This design comes from an exercise in tuning for small area, a short achievable clock period and few clock cycles on the open sky130 flow, not from production work.
In this exercise RTL edits were held to simulation tests only and were not proved equivalent to the original.

==> run F: inputs <==
==> flow/design.v <==
package simpleton_pkg;
    localparam int DATA_W_DEFAULT = 8;
    localparam int OPC_W = 4;
    localparam logic [OPC_W-1:0] OPC_STA = 4'd1;
    localparam logic [OPC_W-1:0] OPC_LDA = 4'd2;
    localparam logic [OPC_W-1:0] OPC_ADD = 4'd3;
endpackage
`timescale 1ns/1ps
module simpleton_datapath (
    input  logic [7:0]  acc_in,
    input  logic [31:0] data,
    input  logic        use_acc,
    input  logic [3:0]  use_data,
    output logic [7:0]  sum
);
    logic [7:0] t [5];
    logic [7:0] m1;
    logic [7:0] m2;
    logic [7:0] m3;
    logic [7:0] s1;
    logic [7:0] c1;
    logic [7:0] s2;
    logic [7:0] c2;
    logic [7:0] s3;
    logic [7:0] c3;
    assign t[0] = use_acc ? acc_in : 8'd0;
    for (genvar j = 0; j < 4; j++) begin : g_t
        assign t[j+1] = use_data[j] ? data[8*j +: 8] : 8'd0;
    end
    assign m1 = (t[1] & t[2]) | (t[1] & t[3]) | (t[2] & t[3]);
    assign s1 = t[1] ^ t[2] ^ t[3];
    assign c1 = {m1[6:0], 1'b0};
    assign m2 = (s1 & c1) | (s1 & t[4]) | (c1 & t[4]);
    assign s2 = s1 ^ c1 ^ t[4];
    assign c2 = {m2[6:0], 1'b0};
    assign m3 = (s2 & c2) | (s2 & t[0]) | (c2 & t[0]);
    assign s3 = s2 ^ c2 ^ t[0];
    assign c3 = {m3[6:0], 1'b0};
    assign sum = s3 + c3;
endmodule
`timescale 1ns/1ps
module simpleton_control (
    input  logic [3:0] opc,
    output logic [1:0] code
);
    assign code = (opc[3:2] == 2'b00) ? opc[1:0] : 2'b00;
endmodule
`timescale 1ns/1ps
module simpleton_memory (
    input  logic        clk,
    input  logic [4:0]  f_grp,
    output logic [15:0] f_opc,
    output logic [31:0] f_opnd,
    output logic [63:0] grp0,
    input  logic [63:0] r_lo,
    input  logic [63:0] r_hi,
    output logic [31:0] r_data,
    input  logic [3:0]  we,
    input  logic [63:0] w_lo,
    input  logic [63:0] w_hi,
    input  logic [7:0]  wdata
);
    logic [2047:0] mem;
    logic [511:0]  b_opc;
    logic [1023:0] b_opnd;
    for (genvar i = 0; i < 256; i++) begin : g_word
        always_ff @(posedge clk) begin
            if ((we[0] && w_lo[i%16] && w_hi[i/16]) ||
                (we[1] && w_lo[16 + i%16] && w_hi[16 + i/16]) ||
                (we[2] && w_lo[32 + i%16] && w_hi[32 + i/16]) ||
                (we[3] && w_lo[48 + i%16] && w_hi[48 + i/16])) begin
                mem[8*i +: 8] <= wdata;
            end
        end
    end
    for (genvar j = 0; j < 4; j++) begin : g_slot
        for (genvar k = 0; k < 32; k++) begin : g_bank
            assign b_opc[128*j + 4*k +: 4]  = mem[64*k + 16*j + 4 +: 4];
            assign b_opnd[256*j + 8*k +: 8] = mem[64*k + 16*j + 8 +: 8];
        end
        assign f_opc[4*j +: 4]  = b_opc[128*j + 4*f_grp +: 4];
        assign f_opnd[8*j +: 8] = b_opnd[256*j + 8*f_grp +: 8];
    end
    logic [1023:0] row;
    always_comb begin
        row    = '0;
        r_data = '0;
        for (int j = 0; j < 4; j++) begin
            for (int g = 0; g < 16; g++) begin
                for (int k = 0; k < 16; k++) begin
                    if (r_lo[16*j + k]) row[256*j + 8*g +: 8] = row[256*j + 8*g +: 8] | mem[128*g + 8*k +: 8];
                end
                if (r_hi[16*j + g]) r_data[8*j +: 8] = r_data[8*j +: 8] | row[256*j + 8*g +: 8];
            end
        end
    end
    assign grp0 = mem[63:0];
endmodule
`timescale 1ns/1ps
module simpleton_top #(
    parameter int DATA_W = simpleton_pkg::DATA_W_DEFAULT
) (
    input  logic              clk,
    input  logic              rst,
    input  logic              run,
    input  logic              load_we,
    input  logic [DATA_W-1:0] load_addr,
    input  logic [DATA_W-1:0] load_wdata,
    output logic [DATA_W-1:0] load_rdata,
    output logic [DATA_W-1:0] acc,
    output logic [DATA_W-1:0] pc,
    output logic              halted
);
    logic        started;
    logic        halted_q;
    logic [4:0]  grp;
    logic [4:0]  grp_f;
    logic [1:0]  sd;
    logic        ev;
    logic [7:0]  code;
    logic [31:0] a;
    logic [15:0] f_opc;
    logic [31:0] f_opnd;
    logic [63:0] grp0;
    logic [63:0] grp0_fw;
    logic [7:0]  f_code;
    logic [7:0]  g_code;
    logic [31:0] g_opnd;
    logic        running;
    logic        start_try;
    logic        start;
    logic        held;
    logic        tg;
    logic [7:0]  d2_pre;
    logic [7:0]  d3_pre;
    logic        d2_ok;
    logic        d3_ok;
    logic        x;
    logic        sel0;
    logic [63:0] alo;
    logic [63:0] ahi;
    logic [15:0] ld_lo;
    logic [15:0] ld_hi;
    logic [63:0] r_lo;
    logic [63:0] r_hi;
    logic [63:0] w_lo;
    logic [63:0] w_hi;
    logic [63:0] n_lo;
    logic [63:0] n_hi;
    logic        a_load_f;
    logic [31:0] r_data;
    logic [31:0] d;
    logic [3:0]  act;
    logic [3:0]  h;
    logic [3:0]  s;
    logic [3:0]  l;
    logic [3:0]  n;
    logic [3:0]  cut;
    logic [3:0]  go;
    logic [3:0]  exr;
    logic [3:0]  ex;
    logic [3:0]  stop_h;
    logic [3:0]  stop_c;
    logic        halt_set;
    logic        cut_set;
    logic [1:0]  stop_slot;
    logic        all_done;
    logic        self_hit;
    logic        hz;
    logic [3:0]  we;
    logic [7:0]  wdata;
    logic [3:0]  pre_sta;
    logic        a_use_acc;
    logic [3:0]  a_use;
    logic        v_use_acc;
    logic [3:0]  v_use;
    logic [7:0]  acc_nx;
    logic [7:0]  v_sum;
    simpleton_memory i_memory (
        .clk    (clk),
        .f_grp  (grp_f),
        .f_opc  (f_opc),
        .f_opnd (f_opnd),
        .grp0   (grp0),
        .r_lo   (r_lo),
        .r_hi   (r_hi),
        .r_data (r_data),
        .we     (we),
        .w_lo   (w_lo),
        .w_hi   (w_hi),
        .wdata  (wdata)
    );
    for (genvar w = 0; w < 8; w++) begin : g_fw
        assign grp0_fw[8*w +: 8] = (load_we && load_addr == w) ? load_wdata : grp0[8*w +: 8];
    end
    for (genvar j = 0; j < 4; j++) begin : g_dec
        simpleton_control i_dec_f (.opc(f_opc[4*j +: 4]), .code(f_code[2*j +: 2]));
        simpleton_control i_dec_g (.opc(grp0_fw[16*j + 4 +: 4]), .code(g_code[2*j +: 2]));
        assign g_opnd[8*j +: 8] = grp0_fw[16*j + 8 +: 8];
    end
    assign running   = started && !halted_q;
    assign start_try = !started && run && !rst;
    assign start     = start_try && !load_we && held && (tg ? d2_ok : d3_ok);
    assign x         = ev && !rst && (running || start);
    for (genvar j = 0; j < 4; j++) begin : g_slot
        assign act[j] = (sd <= j);
        assign h[j]   = (code[2*j +: 2] == 2'd0);
        assign s[j]   = (code[2*j +: 2] == 2'd1);
        assign l[j]   = (code[2*j +: 2] == 2'd2);
        assign n[j]   = code[2*j + 1];
    end
    always_comb begin
        for (int j = 0; j < 4; j++) begin
            cut[j] = 1'b0;
            for (int i = 0; i < j; i++) begin
                if (act[i] && s[i] && a[8*i+3 +: 5] == grp && a[8*i+1 +: 2] == j) cut[j] = 1'b1;
                if (act[i] && s[i] && n[j] && a[8*i +: 8] == a[8*j +: 8]) cut[j] = 1'b1;
                for (int m = i + 1; m < j; m++) begin
                    if (act[i] && s[i] && n[m] && s[j]) cut[j] = 1'b1;
                end
            end
        end
    end
    always_comb begin
        for (int j = 0; j < 4; j++) begin
            go[j] = ev && act[j];
            for (int i = 0; i < j; i++) begin
                if (act[i] && (h[i] || cut[i])) go[j] = 1'b0;
            end
        end
    end
    assign exr      = go & ~h & ~cut;
    assign ex       = exr & {4{x}};
    assign stop_h   = go & h & ~cut & {4{x}};
    assign stop_c   = go & cut & {4{x}};
    assign halt_set = |stop_h;
    assign cut_set  = |stop_c;
    assign all_done = ex[3];
    always_comb begin
        stop_slot = 2'd0;
        for (int j = 3; j >= 0; j--) begin
            if (stop_h[j] || stop_c[j]) stop_slot = 2'(j);
        end
    end
    assign ld_lo = 16'd1 << load_addr[3:0];
    assign ld_hi = 16'd1 << load_addr[7:4];
    assign r_lo[15:0]  = sel0 ? alo[15:0] : ld_lo;
    assign r_hi[15:0]  = sel0 ? ahi[15:0] : ld_hi;
    assign r_lo[31:16] = running ? alo[31:16] : alo[15:0];
    assign r_hi[31:16] = running ? ahi[31:16] : ahi[15:0];
    assign r_lo[47:32] = running ? alo[47:32] : alo[31:16];
    assign r_hi[47:32] = running ? ahi[47:32] : ahi[31:16];
    assign r_lo[63:48] = (running || tg) ? alo[63:48] : alo[47:32];
    assign r_hi[63:48] = (running || tg) ? ahi[63:48] : ahi[47:32];
    assign d[7:0]   = running ? r_data[7:0]   : r_data[15:8];
    assign d[15:8]  = running ? r_data[15:8]  : r_data[23:16];
    assign d[23:16] = running ? r_data[23:16] : (tg ? d2_pre : r_data[31:24]);
    assign d[31:24] = (running || tg) ? r_data[31:24] : d3_pre;
    assign load_rdata = r_data[7:0];
    always_comb begin
        a_use_acc = 1'b1;
        a_use     = '0;
        for (int j = 0; j < 4; j++) begin
            if (exr[j] && l[j]) begin
                a_use_acc = 1'b0;
                a_use     = '0;
            end
            if (exr[j] && n[j]) a_use[j] = 1'b1;
        end
    end
    always_comb begin
        pre_sta[0] = 1'b1;
        for (int j = 1; j < 4; j++) begin
            pre_sta[j] = pre_sta[j-1] && !(exr[j-1] && s[j-1]);
        end
        v_use_acc = 1'b1;
        v_use     = '0;
        for (int j = 0; j < 4; j++) begin
            if (pre_sta[j] && exr[j] && l[j]) begin
                v_use_acc = 1'b0;
                v_use     = '0;
            end
            if (pre_sta[j] && exr[j] && n[j]) v_use[j] = 1'b1;
        end
    end
    simpleton_datapath i_acc (.acc_in(acc), .data(d), .use_acc(a_use_acc), .use_data(a_use), .sum(acc_nx));
    simpleton_datapath i_val (.acc_in(acc), .data(d), .use_acc(v_use_acc), .use_data(v_use), .sum(v_sum));
    assign we     = (ex & s) | {3'b000, load_we};
    assign w_lo = {alo[63:16], ex[0] ? alo[15:0] : ld_lo};
    assign w_hi = {ahi[63:16], ex[0] ? ahi[15:0] : ld_hi};
    assign wdata  = load_we ? load_wdata : v_sum;
    always_comb begin
        self_hit = 1'b0;
        hz       = 1'b0;
        for (int j = 0; j < 4; j++) begin
            if (ex[j] && s[j] && a[8*j+3 +: 5] == grp) self_hit = 1'b1;
            if (ex[j] && s[j] && a[8*j+3 +: 5] == grp_f) hz = 1'b1;
        end
    end
    always_ff @(posedge clk) begin
        held <= rst || !running;
        if (rst) begin
            tg <= 1'b0;
        end else if (!running) begin
            tg <= !tg;
        end
        if (!running) begin
            if (tg) begin
                d3_pre <= r_data[31:24];
                d3_ok  <= held && !(load_we && (load_addr == 8'd7 || load_addr == a[31:24]));
                d2_ok  <= d2_ok && held && !(load_we && (load_addr == 8'd5 || load_addr == a[23:16]));
            end else begin
                d2_pre <= r_data[31:24];
                d2_ok  <= held && !(load_we && (load_addr == 8'd5 || load_addr == a[23:16]));
                d3_ok  <= d3_ok && held && !(load_we && (load_addr == 8'd7 || load_addr == a[31:24]));
            end
        end else begin
            d2_ok <= 1'b0;
            d3_ok <= 1'b0;
        end
    end
    always_ff @(posedge clk) begin
        if (rst || !(running || start)) begin
            ev   <= 1'b1;
            code <= g_code;
            a    <= g_opnd;
            if (rst) begin
                started  <= 1'b0;
                halted_q <= 1'b0;
                acc      <= '0;
            end else if (run) begin
                started  <= 1'b1;
            end
            if (rst || !started) begin
                grp   <= '0;
                grp_f <= 5'd1;
                sd    <= '0;
            end
        end else begin
            started <= 1'b1;
            acc     <= acc_nx;
            if (!ev) begin
                ev    <= 1'b1;
                grp_f <= grp_f + 5'd1;
                code  <= f_code;
                a     <= f_opnd;
            end else if (halt_set) begin
                halted_q <= 1'b1;
                sd       <= stop_slot;
            end else if (cut_set) begin
                sd <= stop_slot;
                if (self_hit) begin
                    ev    <= 1'b0;
                    grp_f <= grp;
                end
            end else if (all_done) begin
                grp <= grp_f;
                sd  <= '0;
                if (hz) begin
                    ev <= 1'b0;
                end else begin
                    grp_f <= grp_f + 5'd1;
                    code  <= f_code;
                    a     <= f_opnd;
                end
            end
        end
    end
    always_ff @(posedge clk) begin
        if (rst) begin
            sel0 <= 1'b0;
        end else if (!(running || start)) begin
            sel0 <= !started && run && (g_code[1:0] != 2'd0);
        end else if (!ev) begin
            sel0 <= (sd == 2'd0) && (f_code[1:0] != 2'd0);
        end else if (halt_set || cut_set) begin
            sel0 <= 1'b0;
        end else if (all_done) begin
            sel0 <= !hz && (f_code[1:0] != 2'd0);
        end
    end
    assign a_load_f = !ev || (!halt_set && !cut_set && all_done && !hz);
    for (genvar j = 0; j < 4; j++) begin : g_oh
        assign n_lo[16*j +: 16] = 16'd1 << ((rst || !(running || start)) ? g_opnd[8*j +: 4] : f_opnd[8*j +: 4]);
        assign n_hi[16*j +: 16] = 16'd1 << ((rst || !(running || start)) ? g_opnd[8*j+4 +: 4] : f_opnd[8*j+4 +: 4]);
    end
    always_ff @(posedge clk) begin
        if (rst || !(running || start) || a_load_f) begin
            alo <= n_lo;
            ahi <= n_hi;
        end
    end
    assign halted = halted_q || (running && ev && h[sd]);
    assign pc = {grp, sd, started};
endmodule
==> flow/run.sh <==
#!/bin/bash
# synth_recipe.tcl (not shown) runs the flow's synth.tcl, then flattens the netlist and writes it again
# the make line also repeats each setting of config.mk as NAME=value (left out here)
make -C /OpenROAD-flow-scripts/flow DESIGN_CONFIG=/design/flow/config.mk WORK_HOME=/design/flow/orfs CLKGATE_MAP_FILE= SYNTH_SCRIPT=/design/flow/synth_recipe.tcl finish
==> flow/config.mk <==
export PLATFORM = sky130hd
export DESIGN_NAME = simpleton_top
export DESIGN_NICKNAME = simpleton_top
export VERILOG_FILES = /design/flow/design.v
export SDC_FILE = /design/flow/constraint.sdc
export NUM_CORES = 4
export LEC_CHECK = 0
export ABC_AREA = 1
export CAP_MARGIN = 20
export CELL_PAD_IN_SITES_GLOBAL_PLACEMENT = 2
export CORE_MARGIN = 2
export CORE_UTILIZATION = 30
export PLACE_DENSITY = 0.45
export SETUP_SLACK_MARGIN = 0.3
export SLEW_MARGIN = 20
==> flow/constraint.sdc <==
create_clock -name core_clock -period 9.0 [get_ports {clk}]
set_input_delay 1.8000 -clock core_clock [delete_from_list [all_inputs] [get_ports {clk}]]
set_output_delay 1.8000 -clock core_clock [all_outputs]
set_load 0.01 [all_outputs]
==> run H (differences from run F) <==
==> flow/design.v, changed modules only <==
module simpleton_memory (
    input  logic        clk,
    input  logic [4:0]  f_grp,
    output logic [15:0] f_opc,
    output logic [31:0] f_opnd,
    output logic [63:0] grp0,
    input  logic [31:0] r_addr,
    output logic [31:0] r_data,
    input  logic [3:0]  we,
    input  logic [31:0] w_addr,
    input  logic [7:0]  wdata
);
    logic [2047:0] mem;
    logic [511:0]  b_opc;
    logic [1023:0] b_opnd;
    for (genvar i = 0; i < 256; i++) begin : g_word
        always_ff @(posedge clk) begin
            if ((we[0] && w_addr[7:0] == i) || (we[1] && w_addr[15:8] == i) ||
                (we[2] && w_addr[23:16] == i) || (we[3] && w_addr[31:24] == i)) begin
                mem[8*i +: 8] <= wdata;
            end
        end
    end
    for (genvar j = 0; j < 4; j++) begin : g_slot
        for (genvar k = 0; k < 32; k++) begin : g_bank
            assign b_opc[128*j + 4*k +: 4]  = mem[64*k + 16*j + 4 +: 4];
            assign b_opnd[256*j + 8*k +: 8] = mem[64*k + 16*j + 8 +: 8];
        end
        assign f_opc[4*j +: 4]  = b_opc[128*j + 4*f_grp +: 4];
        assign f_opnd[8*j +: 8] = b_opnd[256*j + 8*f_grp +: 8];
        assign r_data[8*j +: 8] = mem[8*r_addr[8*j +: 8] +: 8];
    end
    assign grp0 = mem[63:0];
endmodule
module simpleton_top #(
    parameter int DATA_W = simpleton_pkg::DATA_W_DEFAULT
) (
    input  logic              clk,
    input  logic              rst,
    input  logic              run,
    input  logic              load_we,
    input  logic [DATA_W-1:0] load_addr,
    input  logic [DATA_W-1:0] load_wdata,
    output logic [DATA_W-1:0] load_rdata,
    output logic [DATA_W-1:0] acc,
    output logic [DATA_W-1:0] pc,
    output logic              halted
);
    logic        started;
    logic        halted_q;
    logic [4:0]  grp;
    logic [4:0]  grp_f;
    logic [1:0]  sd;
    logic        ev;
    logic [7:0]  code;
    logic [31:0] a;
    logic [15:0] f_opc;
    logic [31:0] f_opnd;
    logic [63:0] grp0;
    logic [63:0] grp0_fw;
    logic [7:0]  f_code;
    logic [7:0]  g_code;
    logic [31:0] g_opnd;
    logic        running;
    logic        start_try;
    logic        start;
    logic        p_pre;
    logic        pre_ok;
    logic [7:0]  d0_pre;
    logic        x;
    logic        sel0;
    logic [31:0] r_addr;
    logic [31:0] r_data;
    logic [31:0] d;
    logic [3:0]  act;
    logic [3:0]  h;
    logic [3:0]  s;
    logic [3:0]  l;
    logic [3:0]  n;
    logic [3:0]  cut;
    logic [3:0]  go;
    logic [3:0]  exr;
    logic [3:0]  ex;
    logic [3:0]  stop_h;
    logic [3:0]  stop_c;
    logic        halt_set;
    logic        cut_set;
    logic [1:0]  stop_slot;
    logic        all_done;
    logic        self_hit;
    logic        hz;
    logic [3:0]  we;
    logic [31:0] w_addr;
    logic [7:0]  wdata;
    logic [3:0]  pre_sta;
    logic        a_use_acc;
    logic [3:0]  a_use;
    logic        v_use_acc;
    logic [3:0]  v_use;
    logic [7:0]  acc_nx;
    logic [7:0]  v_sum;
    simpleton_memory i_memory (
        .clk    (clk),
        .f_grp  (grp_f),
        .f_opc  (f_opc),
        .f_opnd (f_opnd),
        .grp0   (grp0),
        .r_addr (r_addr),
        .r_data (r_data),
        .we     (we),
        .w_addr (w_addr),
        .wdata  (wdata)
    );
    for (genvar w = 0; w < 8; w++) begin : g_fw
        assign grp0_fw[8*w +: 8] = (load_we && load_addr == w) ? load_wdata : grp0[8*w +: 8];
    end
    for (genvar j = 0; j < 4; j++) begin : g_dec
        simpleton_control i_dec_f (.opc(f_opc[4*j +: 4]), .code(f_code[2*j +: 2]));
        simpleton_control i_dec_g (.opc(grp0_fw[16*j + 4 +: 4]), .code(g_code[2*j +: 2]));
        assign g_opnd[8*j +: 8] = grp0_fw[16*j + 8 +: 8];
    end
    assign running   = started && !halted_q;
    assign start_try = !started && run && !rst;
    assign start     = start_try && !load_we && pre_ok;
    assign p_pre     = !running && !start_try;
    assign x         = ev && !rst && (running || start);
    for (genvar j = 0; j < 4; j++) begin : g_slot
        assign act[j] = (sd <= j);
        assign h[j]   = (code[2*j +: 2] == 2'd0);
        assign s[j]   = (code[2*j +: 2] == 2'd1);
        assign l[j]   = (code[2*j +: 2] == 2'd2);
        assign n[j]   = code[2*j + 1];
    end
    always_comb begin
        for (int j = 0; j < 4; j++) begin
            cut[j] = 1'b0;
            for (int i = 0; i < j; i++) begin
                if (act[i] && s[i] && a[8*i+3 +: 5] == grp && a[8*i+1 +: 2] == j) cut[j] = 1'b1;
                if (act[i] && s[i] && n[j] && a[8*i +: 8] == a[8*j +: 8]) cut[j] = 1'b1;
                for (int m = i + 1; m < j; m++) begin
                    if (act[i] && s[i] && n[m] && s[j]) cut[j] = 1'b1;
                end
            end
        end
    end
    always_comb begin
        for (int j = 0; j < 4; j++) begin
            go[j] = ev && act[j];
            for (int i = 0; i < j; i++) begin
                if (act[i] && (h[i] || cut[i])) go[j] = 1'b0;
            end
        end
    end
    assign exr      = go & ~h & ~cut;
    assign ex       = exr & {4{x}};
    assign stop_h   = go & h & ~cut & {4{x}};
    assign stop_c   = go & cut & {4{x}};
    assign halt_set = |stop_h;
    assign cut_set  = |stop_c;
    assign all_done = ex[3];
    always_comb begin
        stop_slot = 2'd0;
        for (int j = 3; j >= 0; j--) begin
            if (stop_h[j] || stop_c[j]) stop_slot = 2'(j);
        end
    end
    assign r_addr[7:0]   = sel0 ? a[7:0] : load_addr;
    assign r_addr[15:8]  = p_pre ? a[7:0] : a[15:8];
    assign r_addr[31:16] = a[31:16];
    assign d[7:0]  = started ? r_data[7:0] : d0_pre;
    assign d[31:8] = r_data[31:8];
    assign load_rdata = r_data[7:0];
    always_comb begin
        a_use_acc = 1'b1;
        a_use     = '0;
        for (int j = 0; j < 4; j++) begin
            if (exr[j] && l[j]) begin
                a_use_acc = 1'b0;
                a_use     = '0;
            end
            if (exr[j] && n[j]) a_use[j] = 1'b1;
        end
    end
    always_comb begin
        pre_sta[0] = 1'b1;
        for (int j = 1; j < 4; j++) begin
            pre_sta[j] = pre_sta[j-1] && !(exr[j-1] && s[j-1]);
        end
        v_use_acc = 1'b1;
        v_use     = '0;
        for (int j = 0; j < 4; j++) begin
            if (pre_sta[j] && exr[j] && l[j]) begin
                v_use_acc = 1'b0;
                v_use     = '0;
            end
            if (pre_sta[j] && exr[j] && n[j]) v_use[j] = 1'b1;
        end
    end
    simpleton_datapath i_acc (.acc_in(acc), .data(d), .use_acc(a_use_acc), .use_data(a_use), .sum(acc_nx));
    simpleton_datapath i_val (.acc_in(acc), .data(d), .use_acc(v_use_acc), .use_data(v_use), .sum(v_sum));
    assign we     = (ex & s) | {3'b000, load_we};
    assign w_addr = {a[31:8], ex[0] ? a[7:0] : load_addr};
    assign wdata  = load_we ? load_wdata : v_sum;
    always_comb begin
        self_hit = 1'b0;
        hz       = 1'b0;
        for (int j = 0; j < 4; j++) begin
            if (ex[j] && s[j] && a[8*j+3 +: 5] == grp) self_hit = 1'b1;
            if (ex[j] && s[j] && a[8*j+3 +: 5] == grp_f) hz = 1'b1;
        end
    end
    always_ff @(posedge clk) begin
        d0_pre <= r_data[15:8];
        pre_ok <= p_pre && !(load_we && (load_addr == 8'd1 || load_addr == a[7:0]));
    end
    always_ff @(posedge clk) begin
        if (rst || !(running || start)) begin
            ev   <= 1'b1;
            code <= g_code;
            a    <= g_opnd;
            if (rst) begin
                started  <= 1'b0;
                halted_q <= 1'b0;
                acc      <= '0;
            end else if (run) begin
                started  <= 1'b1;
            end
            if (rst || !started) begin
                grp   <= '0;
                grp_f <= 5'd1;
                sd    <= '0;
            end
        end else begin
            started <= 1'b1;
            acc     <= acc_nx;
            if (!ev) begin
                ev    <= 1'b1;
                grp_f <= grp_f + 5'd1;
                code  <= f_code;
                a     <= f_opnd;
            end else if (halt_set) begin
                halted_q <= 1'b1;
                sd       <= stop_slot;
            end else if (cut_set) begin
                sd <= stop_slot;
                if (self_hit) begin
                    ev    <= 1'b0;
                    grp_f <= grp;
                end
            end else if (all_done) begin
                grp <= grp_f;
                sd  <= '0;
                if (hz) begin
                    ev <= 1'b0;
                end else begin
                    grp_f <= grp_f + 5'd1;
                    code  <= f_code;
                    a     <= f_opnd;
                end
            end
        end
    end
    always_ff @(posedge clk) begin
        if (rst) begin
            sel0 <= 1'b0;
        end else if (!(running || start)) begin
            sel0 <= !started && run && (g_code[1:0] != 2'd0);
        end else if (!ev) begin
            sel0 <= (sd == 2'd0) && (f_code[1:0] != 2'd0);
        end else if (halt_set || cut_set) begin
            sel0 <= 1'b0;
        end else if (all_done) begin
            sel0 <= !hz && (f_code[1:0] != 2'd0);
        end
    end
    assign halted = halted_q || (running && ev && h[sd]);
    assign pc = {grp, sd, started};
endmodule
==> summary of the runs <==
Run H produced a layout that fails on max-capacitance violations, max-slew violations. Run F died in global routing (5_1_grt) (GRT-0232). Of run F and run H, run H has the higher synthesized cell count (gap about 11%, measured against run H). Of run H and run F, run H has the higher area after synthesis (gap about 5.3%, measured against run F).
==> figures <==
                                                                                                 run F                                            run H
Number of core rows                                                                                256                                              263
Share of synthesized cell area in full adder, half adder and majority cells                    0.00691                                          0.00656
Simple-gate share of the synthesized area                                                        0.153                                            0.162
# resized after CTS                                                                                323                                               44
Synthesized area divided by synthesized cell count                                          8.36 sq um                                       7.81 sq um
Number of clock sinks seen by CTS                                                                 2260                                             2121
Multiplexer fraction of the synthesized cell area                                                    0                                         0.000267
Dominant cell by count in the synthesized netlist                                              o22ai_1                                          o21ai_0
Width of the die                                                                           703 microns                                      722 microns
Outcome                                                                      aborted with a tool error                       complete, but fails checks
Last stage reached                                                            global routing (5_1_grt)                                                -
Reasons for failing layout checks                                                                    -  max-capacitance violations, max-slew violations
DIE HEIGHT                                                                                 703 microns                                      722 microns
Gate Count Post-Synth                                                                            17600                                            19800
Share of the yosys chip area belonging to registers                                              0.462                                            0.411
Total nets after synthesis                                                                       17600                                            19900
Pre-CTS worst setup slack                                                                     -3180 ps                                         -1980 ps
Cell area after synthesis                                                                 147000 sq um                                     155000 sq um
Count of flip-flops with a built-in enable after synthesis                                        2253                                             2109
Fraction of the mapped netlist area in compound gates                                            0.276                                            0.327
Distinct cell type count of the synthesized netlist                                                 69                                               71
Placed wire-length estimate                                                            1380000 microns                                   974000 microns
Testbench counts of run F, summed over its fixed seeds: cycles 2,181.
Testbench counts of run H, summed over its fixed seeds: cycles 2,180.

## port drivers added, routing unchanged
The results above use ideal ports. As a check the final layout listed here was re-extracted and re-timed, cells and wires unchanged.
Step 1: set_driving_cell puts a clkbuf_16 on clk and a buf_2 on each other input, an assumption about the parent block.
Step 2 moves the port delays by t, midway between the first and last clock arrival at a register: inputs arrive t later, outputs are due t later. That takes back most of the time a late clock gives input paths.
Slacks: ideal / step 1 / step 2; pairs: ideal / step 1.
run: run H
shift t [ns]: 1.154
setup WS [ns]: 0.198 / 0.145 / -0.736
worst setup path after step 2: input to register
For run H, drivers alone change the setup slack by -0.053 ns; drivers and shift together by -0.934 ns.
